What follows belongs to an exercise in optimizing a design on an open flow for small area and few clock cycles; a production flow would make more cautious choices. Where RTL was checked, it was by simulation tests only, not by an equivalence proof against the original. No activity file was given, so power comes from the tool's default toggle rates.

==> trial 74: inputs <==
==> flow/design.v (excerpt) <==
module brace_bracket_match_checker (
    input  logic        i_clk,
    input  logic        i_rst_n,
    input  logic        i_valid,
    output logic        o_stall,
    input  logic        i_op,
    input  logic [15:0] i_char_code,
    output logic        o_valid,
    input  logic        i_stall,
    output logic [1:0]  o_error_kind,
    output logic [15:0] o_line_number,
    output logic [15:0] o_column_number,
    output logic        o_last_of_run
);
==> module brace_bracket_match_checker, before the edit <==
module brace_bracket_match_checker (
    input  logic        i_clk,
    input  logic        i_rst_n,
    input  logic        i_valid,
    output logic        o_stall,
    input  logic        i_op,
    input  logic [15:0] i_char_code,
    output logic        o_valid,
    input  logic        i_stall,
    output logic [1:0]  o_error_kind,
    output logic [15:0] o_line_number,
    output logic [15:0] o_column_number,
    output logic        o_last_of_run
);
    localparam int DEPTH = 32;
    logic [15:0] r_line;
    logic [15:0] r_col;       
    logic        r_pend;      
    logic        r_comment;
    logic        r_bslash;
    logic [5:0]  r_bdepth;
    logic [5:0]  r_kdepth;
    logic        r_err;       
    logic        r_ovf;       
    logic        r_drain;     
    logic [15:0] pos_col;
    logic [31:0] wpos;
    logic        is_nl, is_bs, is_pc, is_lb, is_rb, is_lk, is_rk;
    logic        act;
    logic        push_b, pop_b, push_k, pop_k, eod, cmd;
    logic        b_full, k_full, b_empty, k_empty;
    logic        accept, take;
    assign pos_col = !r_pend ? r_col : ((r_col == 16'hFFFF) ? r_col : r_col + 16'd1);
    assign wpos    = {r_line, pos_col};
    assign is_nl = (i_char_code == 16'h000A);
    assign is_bs = (i_char_code == 16'h005C);
    assign is_pc = (i_char_code == 16'h0025);
    assign is_lb = (i_char_code == 16'h007B);
    assign is_rb = (i_char_code == 16'h007D);
    assign is_lk = (i_char_code == 16'h005B);
    assign is_rk = (i_char_code == 16'h005D);
    assign act    = !i_op && !r_comment && !r_bslash;
    assign push_b = act && is_lb;
    assign pop_b  = act && is_rb;
    assign push_k = act && is_lk;
    assign pop_k  = act && is_rk;
    assign eod    = i_op;
    assign cmd    = push_b || pop_b || push_k || pop_k || eod;
    assign b_full  = r_bdepth[5];
    assign k_full  = r_kdepth[5];
    assign b_empty = (r_bdepth == 6'd0);
    assign k_empty = (r_kdepth == 6'd0);
    assign o_valid = r_err || r_drain;
    assign take    = o_valid && !i_stall;
    assign o_stall = r_drain ? cmd : (r_err && i_stall);
    assign accept  = i_valid && !o_stall;
    always_ff @(posedge i_clk) begin
        if (!i_rst_n) begin
            r_line    <= '0;
            r_col     <= '0;
            r_pend    <= 1'b0;
            r_comment <= 1'b0;
            r_bslash  <= 1'b0;
            r_bdepth  <= '0;
            r_kdepth  <= '0;
            r_err     <= 1'b0;
            r_ovf     <= 1'b0;
            r_drain   <= 1'b0;
        end else begin
            if (take && !r_drain) r_err <= 1'b0;
            if (r_drain && take) begin
                if (!b_empty) r_bdepth <= r_bdepth - 6'd1;
                else          r_kdepth <= r_kdepth - 6'd1;
                if ((r_bdepth + r_kdepth) == 6'd1) r_drain <= 1'b0;
            end
            if (accept) begin
                if (eod) begin
                    r_line    <= '0;
                    r_col     <= '0;
                    r_pend    <= 1'b0;
                    r_comment <= 1'b0;
                    r_bslash  <= 1'b0;
                    r_drain   <= !b_empty || !k_empty;
                end else if (is_nl) begin
                    if (r_line != 16'hFFFF) r_line <= r_line + 16'd1;
                    r_col     <= '0;
                    r_pend    <= 1'b0;
                    r_comment <= 1'b0;
                    r_bslash  <= 1'b0;
                end else begin
                    r_col  <= pos_col;
                    r_pend <= 1'b1;
                    if (!r_comment) begin
                        r_bslash <= is_bs;
                        if (!r_bslash && is_pc) r_comment <= 1'b1;
                    end
                    if (push_b) begin
                        if (b_full) begin
                            r_err <= 1'b1;
                            r_ovf <= 1'b1;
                        end else begin
                            r_bdepth <= r_bdepth + 6'd1;
                        end
                    end
                    if (pop_b) begin
                        if (b_empty) begin
                            r_err <= 1'b1;
                            r_ovf <= 1'b0;
                        end else begin
                            r_bdepth <= r_bdepth - 6'd1;
                        end
                    end
                    if (push_k) begin
                        if (k_full) begin
                            r_err <= 1'b1;
                            r_ovf <= 1'b1;
                        end else begin
                            r_kdepth <= r_kdepth + 6'd1;
                        end
                    end
                    if (pop_k && !k_empty) r_kdepth <= r_kdepth - 6'd1;
                end
            end
        end
    end
    logic [31:0] b_rd;
    logic [31:0] k_rd;
    logic [31:0] b_or [DEPTH+1];
    logic [31:0] k_or [DEPTH+1];
    assign b_or[0] = '0;
    assign k_or[0] = '0;
    for (genvar i = 0; i < DEPTH; i++) begin : g_row
        logic [31:0] b_ent;
        logic [31:0] k_ent;
        logic        b_keep, b_load, b_top;
        logic        k_keep, k_load, k_top;
        assign b_keep = (r_bdepth > 6'(i));
        assign b_load = (r_bdepth == 6'(i));
        assign b_top  = (r_bdepth == 6'(i + 1));
        assign k_keep = (r_kdepth > 6'(i));
        assign k_load = (r_kdepth == 6'(i));
        assign k_top  = (r_kdepth == 6'(i + 1));
        always_ff @(posedge i_clk) begin
            if (b_load) b_ent <= wpos;
            if (k_load) k_ent <= wpos;
        end
        assign b_or[i+1] = b_or[i] | (b_ent & {32{b_top}});
        assign k_or[i+1] = k_or[i] | (k_ent & {32{k_top}});
    end
    assign b_rd = b_or[DEPTH];
    assign k_rd = k_or[DEPTH];
    always_comb begin
        if (r_drain) begin
            o_error_kind    = b_empty ? 2'd2 : 2'd1;
            {o_line_number, o_column_number} = b_empty ? k_rd : b_rd;
            o_last_of_run   = ((r_bdepth + r_kdepth) == 6'd1);
        end else begin
            o_error_kind    = r_ovf ? 2'd3 : 2'd0;
            o_line_number   = r_line;
            o_column_number = r_col;
            o_last_of_run   = 1'b1;
        end
    end
endmodule
export LEC_CHECK = 0
export CAP_MARGIN = 20
export CORE_MARGIN = 2
export CORE_UTILIZATION = 40
export SLEW_MARGIN = 20
create_clock -name core_clock -period 8.0 [get_ports {i_clk}]
run.sh (not shown) runs the stock make flow with config.mk's settings and CLKGATE_MAP_FILE= SYNTH_SCRIPT=/design/flow/synth_recipe.tcl, a recipe that flattens the netlist after the stock synthesis.
==> build 9: changes against trial 74 <==
--- a/flow/design.v
+++ b/flow/design.v
@@ -1,3 +1,74 @@
+module bmc_ao22 (
+    input  logic i_a1,
+    input  logic i_a2,
+    input  logic i_b1,
+    input  logic i_b2,
+    output logic o_x
+);
+    assign o_x = (i_a1 & i_a2) | (i_b1 & i_b2);
+endmodule
+module bmc_aoi222 (
+    input  logic i_a1,
+    input  logic i_a2,
+    input  logic i_b1,
+    input  logic i_b2,
+    input  logic i_c1,
+    input  logic i_c2,
+    output logic o_y
+);
+    assign o_y = !((i_a1 & i_a2) | (i_b1 & i_b2) | (i_c1 & i_c2));
+endmodule
+module bmc_nand4 (
+    input  logic [3:0] i_a,
+    output logic       o_y
+);
+    assign o_y = !(&i_a);
+endmodule
+module bmc_nand2 (
+    input  logic [1:0] i_a,
+    output logic       o_y
+);
+    assign o_y = !(&i_a);
+endmodule
+module bmc_nand3 (
+    input  logic [2:0] i_a,
+    output logic       o_y
+);
+    assign o_y = !(&i_a);
+endmodule
+module bmc_nor2 (
+    input  logic [1:0] i_a,
+    output logic       o_y
+);
+    assign o_y = !(|i_a);
+endmodule
+module bmc_rdbit (
+    input  logic [64:0] i_sel,
+    input  logic [64:0] i_d,
+    output logic        o_q
+);
+    logic [22:0] n;    
+    logic [5:0]  p;    
+    logic [2:0]  q;
+    for (genvar g = 0; g < 21; g++) begin : g_l1
+        bmc_aoi222 u (
+            .i_a1 (i_sel[3*g]),     .i_a2 (i_d[3*g]),
+            .i_b1 (i_sel[3*g + 1]), .i_b2 (i_d[3*g + 1]),
+            .i_c1 (i_sel[3*g + 2]), .i_c2 (i_d[3*g + 2]),
+            .o_y  (n[g])
+        );
+    end
+    bmc_nand2 u_l1_63 (.i_a({i_sel[63], i_d[63]}), .o_y(n[21]));
+    bmc_nand2 u_l1_64 (.i_a({i_sel[64], i_d[64]}), .o_y(n[22]));
+    for (genvar g = 0; g < 5; g++) begin : g_l2
+        bmc_nand4 u (.i_a(n[4*g +: 4]), .o_y(p[g]));
+    end
+    bmc_nand3 u_l2_last (.i_a(n[22:20]), .o_y(p[5]));
+    for (genvar g = 0; g < 3; g++) begin : g_l3
+        bmc_nor2 u (.i_a(p[2*g +: 2]), .o_y(q[g]));
+    end
+    bmc_nand3 u_l4 (.i_a(q), .o_y(o_q));
+endmodule
 module brace_bracket_match_checker (
     input  logic        i_clk,
     input  logic        i_rst_n,
@@ -123,42 +194,51 @@
             end
         end
     end
-    logic [31:0] b_rd;
-    logic [31:0] k_rd;
-    logic [31:0] b_or [DEPTH+1];
-    logic [31:0] k_or [DEPTH+1];
-    assign b_or[0] = '0;
-    assign k_or[0] = '0;
+    logic [31:0] b_ent [DEPTH];
+    logic [31:0] k_ent [DEPTH];
+    logic [DEPTH:0]   b_keep;
+    logic [DEPTH:0]   k_keep;
+    logic [2*DEPTH:0] rsel;
+    assign b_keep[DEPTH] = 1'b0;
+    assign k_keep[DEPTH] = 1'b0;
     for (genvar i = 0; i < DEPTH; i++) begin : g_row
-        logic [31:0] b_ent;
-        logic [31:0] k_ent;
-        logic        b_keep, b_load, b_top;
-        logic        k_keep, k_load, k_top;
-        assign b_keep = (r_bdepth > 6'(i));
-        assign b_load = (r_bdepth == 6'(i));
-        assign b_top  = (r_bdepth == 6'(i + 1));
-        assign k_keep = (r_kdepth > 6'(i));
-        assign k_load = (r_kdepth == 6'(i));
-        assign k_top  = (r_kdepth == 6'(i + 1));
+        logic [31:0] b_d;
+        logic [31:0] k_d;
+        logic        b_load, k_load;
+        assign b_keep[i] = (r_bdepth > 6'(i));
+        assign k_keep[i] = (r_kdepth > 6'(i));
+        assign b_load    = !b_keep[i];
+        assign k_load    = !k_keep[i];
+        for (genvar j = 0; j < 32; j++) begin : g_bit
+            bmc_ao22 u_b (.i_a1(b_ent[i][j]), .i_a2(b_keep[i]), .i_b1(wpos[j]), .i_b2(b_load), .o_x(b_d[j]));
+            bmc_ao22 u_k (.i_a1(k_ent[i][j]), .i_a2(k_keep[i]), .i_b1(wpos[j]), .i_b2(k_load), .o_x(k_d[j]));
+        end
         always_ff @(posedge i_clk) begin
-            if (b_load) b_ent <= wpos;
-            if (k_load) k_ent <= wpos;
-        end
-        assign b_or[i+1] = b_or[i] | (b_ent & {32{b_top}});
-        assign k_or[i+1] = k_or[i] | (k_ent & {32{k_top}});
-    end
-    assign b_rd = b_or[DEPTH];
-    assign k_rd = k_or[DEPTH];
+            b_ent[i] <= b_d;
+            k_ent[i] <= k_d;
+        end
+        assign rsel[i]         = r_drain && b_keep[i] && !b_keep[i+1];
+        assign rsel[DEPTH + i] = r_drain && b_empty && k_keep[i] && !k_keep[i+1];
+    end
+    assign rsel[2*DEPTH] = !r_drain;
+    for (genvar j = 0; j < 32; j++) begin : g_rd
+        logic [2*DEPTH:0] d;
+        for (genvar i = 0; i < DEPTH; i++) begin : g_d
+            assign d[i]         = b_ent[i][j];
+            assign d[DEPTH + i] = k_ent[i][j];
+        end
+        assign d[2*DEPTH] = j >= 16 ? r_line[j%16] : r_col[j%16];
+        bmc_rdbit u_rd (.i_sel(rsel), .i_d(d), .o_q(rd[j]));
+    end
+    logic [31:0] rd;
+    assign {o_line_number, o_column_number} = rd;
     always_comb begin
         if (r_drain) begin
-            o_error_kind    = b_empty ? 2'd2 : 2'd1;
-            {o_line_number, o_column_number} = b_empty ? k_rd : b_rd;
-            o_last_of_run   = ((r_bdepth + r_kdepth) == 6'd1);
+            o_error_kind  = b_empty ? 2'd2 : 2'd1;
+            o_last_of_run = ((r_bdepth + r_kdepth) == 6'd1);
         end else begin
-            o_error_kind    = r_ovf ? 2'd3 : 2'd0;
-            o_line_number   = r_line;
-            o_column_number = r_col;
-            o_last_of_run   = 1'b1;
-        end
-    end
-endmodule
+            o_error_kind  = r_ovf ? 2'd3 : 2'd0;
+            o_last_of_run = 1'b1;
+        end
+    end
+endmodule
- CORE_UTILIZATION: 40 -> 68
- CTS_BUF_LIST: not set -> sky130_fd_sc_hd__clkbuf_16
- CTS_CLUSTER_DIAMETER: not set -> 100
- CTS_CLUSTER_SIZE: not set -> 25
- SETUP_SLACK_MARGIN: not set -> 0.2
- SYNTH_HIERARCHICAL: not set -> 1
- SYNTH_MINIMUM_KEEP_SIZE: not set -> 0
==> summary.txt <==
Of trial 74 and build 9, build 9 has the higher synthesized cell count (gap 21%, measured against build 9).
Die area: build 9 is smaller than trial 74 (46%).
In trial 74 the clock skew is higher than in build 9, by 0.042 ns.
Cell area: trial 74 is higher than build 9 (about 14%).
Against build 9, the final cell count of trial 74 is higher by 1.1%.
Against trial 74, the non-clock buffer count of build 9 is lower by 24.
In sequential cell count, trial 74 and build 9 do not differ.
Register-to-register slack: trial 74 is better than build 9 (0.98 ns).
Against trial 74, the power of build 9 is smaller by 29%.
Between trial 74 and build 9, the lower synthesized area is in build 9 (gap about 9%, measured against build 9).
==> figures <==
metric	trial 74	build 9
Result of the run	no timing/DRC/antenna violations	no timing/DRC/antenna violations
Hold path cells	2	1
Share of the yosys chip area belonging to registers	0.7920	0.5799
Power share of the sequential group	0.513	0.611
Vias in the first global route	47200	59250
Cell count after placement	7361	7555
Hold wc startpoint	r_err$_SDFF_PN0_	k_ent[4][15]$_DFF_P_
Dominant cell type by area after synthesis	sky130_fd_sc_hd__edfxtp_1	sky130_fd_sc_hd__dfxtp_1
Routability-driven placement congestion ratio	0.8847	0.9742
Critical path's slowest cell	sky130_fd_sc_hd__o41ai_1	sky130_fd_sc_hd__nor2_1
PnR worst setup slack	0.1095 ns	0.2215 ns
Register-to-register path setup slack	4.19 ns	3.21 ns
Largest net degree at the start of global routing	71	69
Post-synthesis instance total	4669	5895
Net Sw Frac	0.2562	0.2550
Met2 layer wire length in the routed design	125400 um	109300 um
Synth Area in XOR/XNOR	0.002885	0.003386
Number of logic inverters in the finished layout	24	80
Non-clock buffer share	0.03399	0.03185
Endpoint, Worst Hold	r_err$_SDFF_PN0_	k_ent[4][15]$_DFF_P_
Met3 demand-to-capacity share in global routing	0.04969	0.1557
Dpl cell area	85000 um^2	77530 um^2
Testbench counts of build 9, summed over its fixed seeds: cycles 126,441.
Function not checked in trial 74: the RTL went through the layout flow alone.

[what the ideal ports hide]
The results above use ideal ports. As a check the final layouts listed here were re-extracted and re-timed, cells and wires unchanged.
Step 1: set_driving_cell puts a clkbuf_16 on i_clk and a buf_2 on each other input, an assumption about the parent block.
Step 2 times the ports against the registers' clock, not the clock port: input delays grow and output delays shrink by t, the midpoint of the rising clock arrivals with the driver on.
Three values: ideal, step 1, step 2; two values: the first two.
| run | t, ns | setup slack, ns | worst data-port slew with drivers (ns) | cell pins on the clock port's net |
|---|---|---|---|---|
| trial 74 | 0.935 | 0.110 / 0.015 / 0.950 | 0.09 | 1 |
| build 9 | 0.801 | 0.221 / 0.143 / 0.944 | 0.09 | 1 |
After both steps every run listed still meets setup and hold.
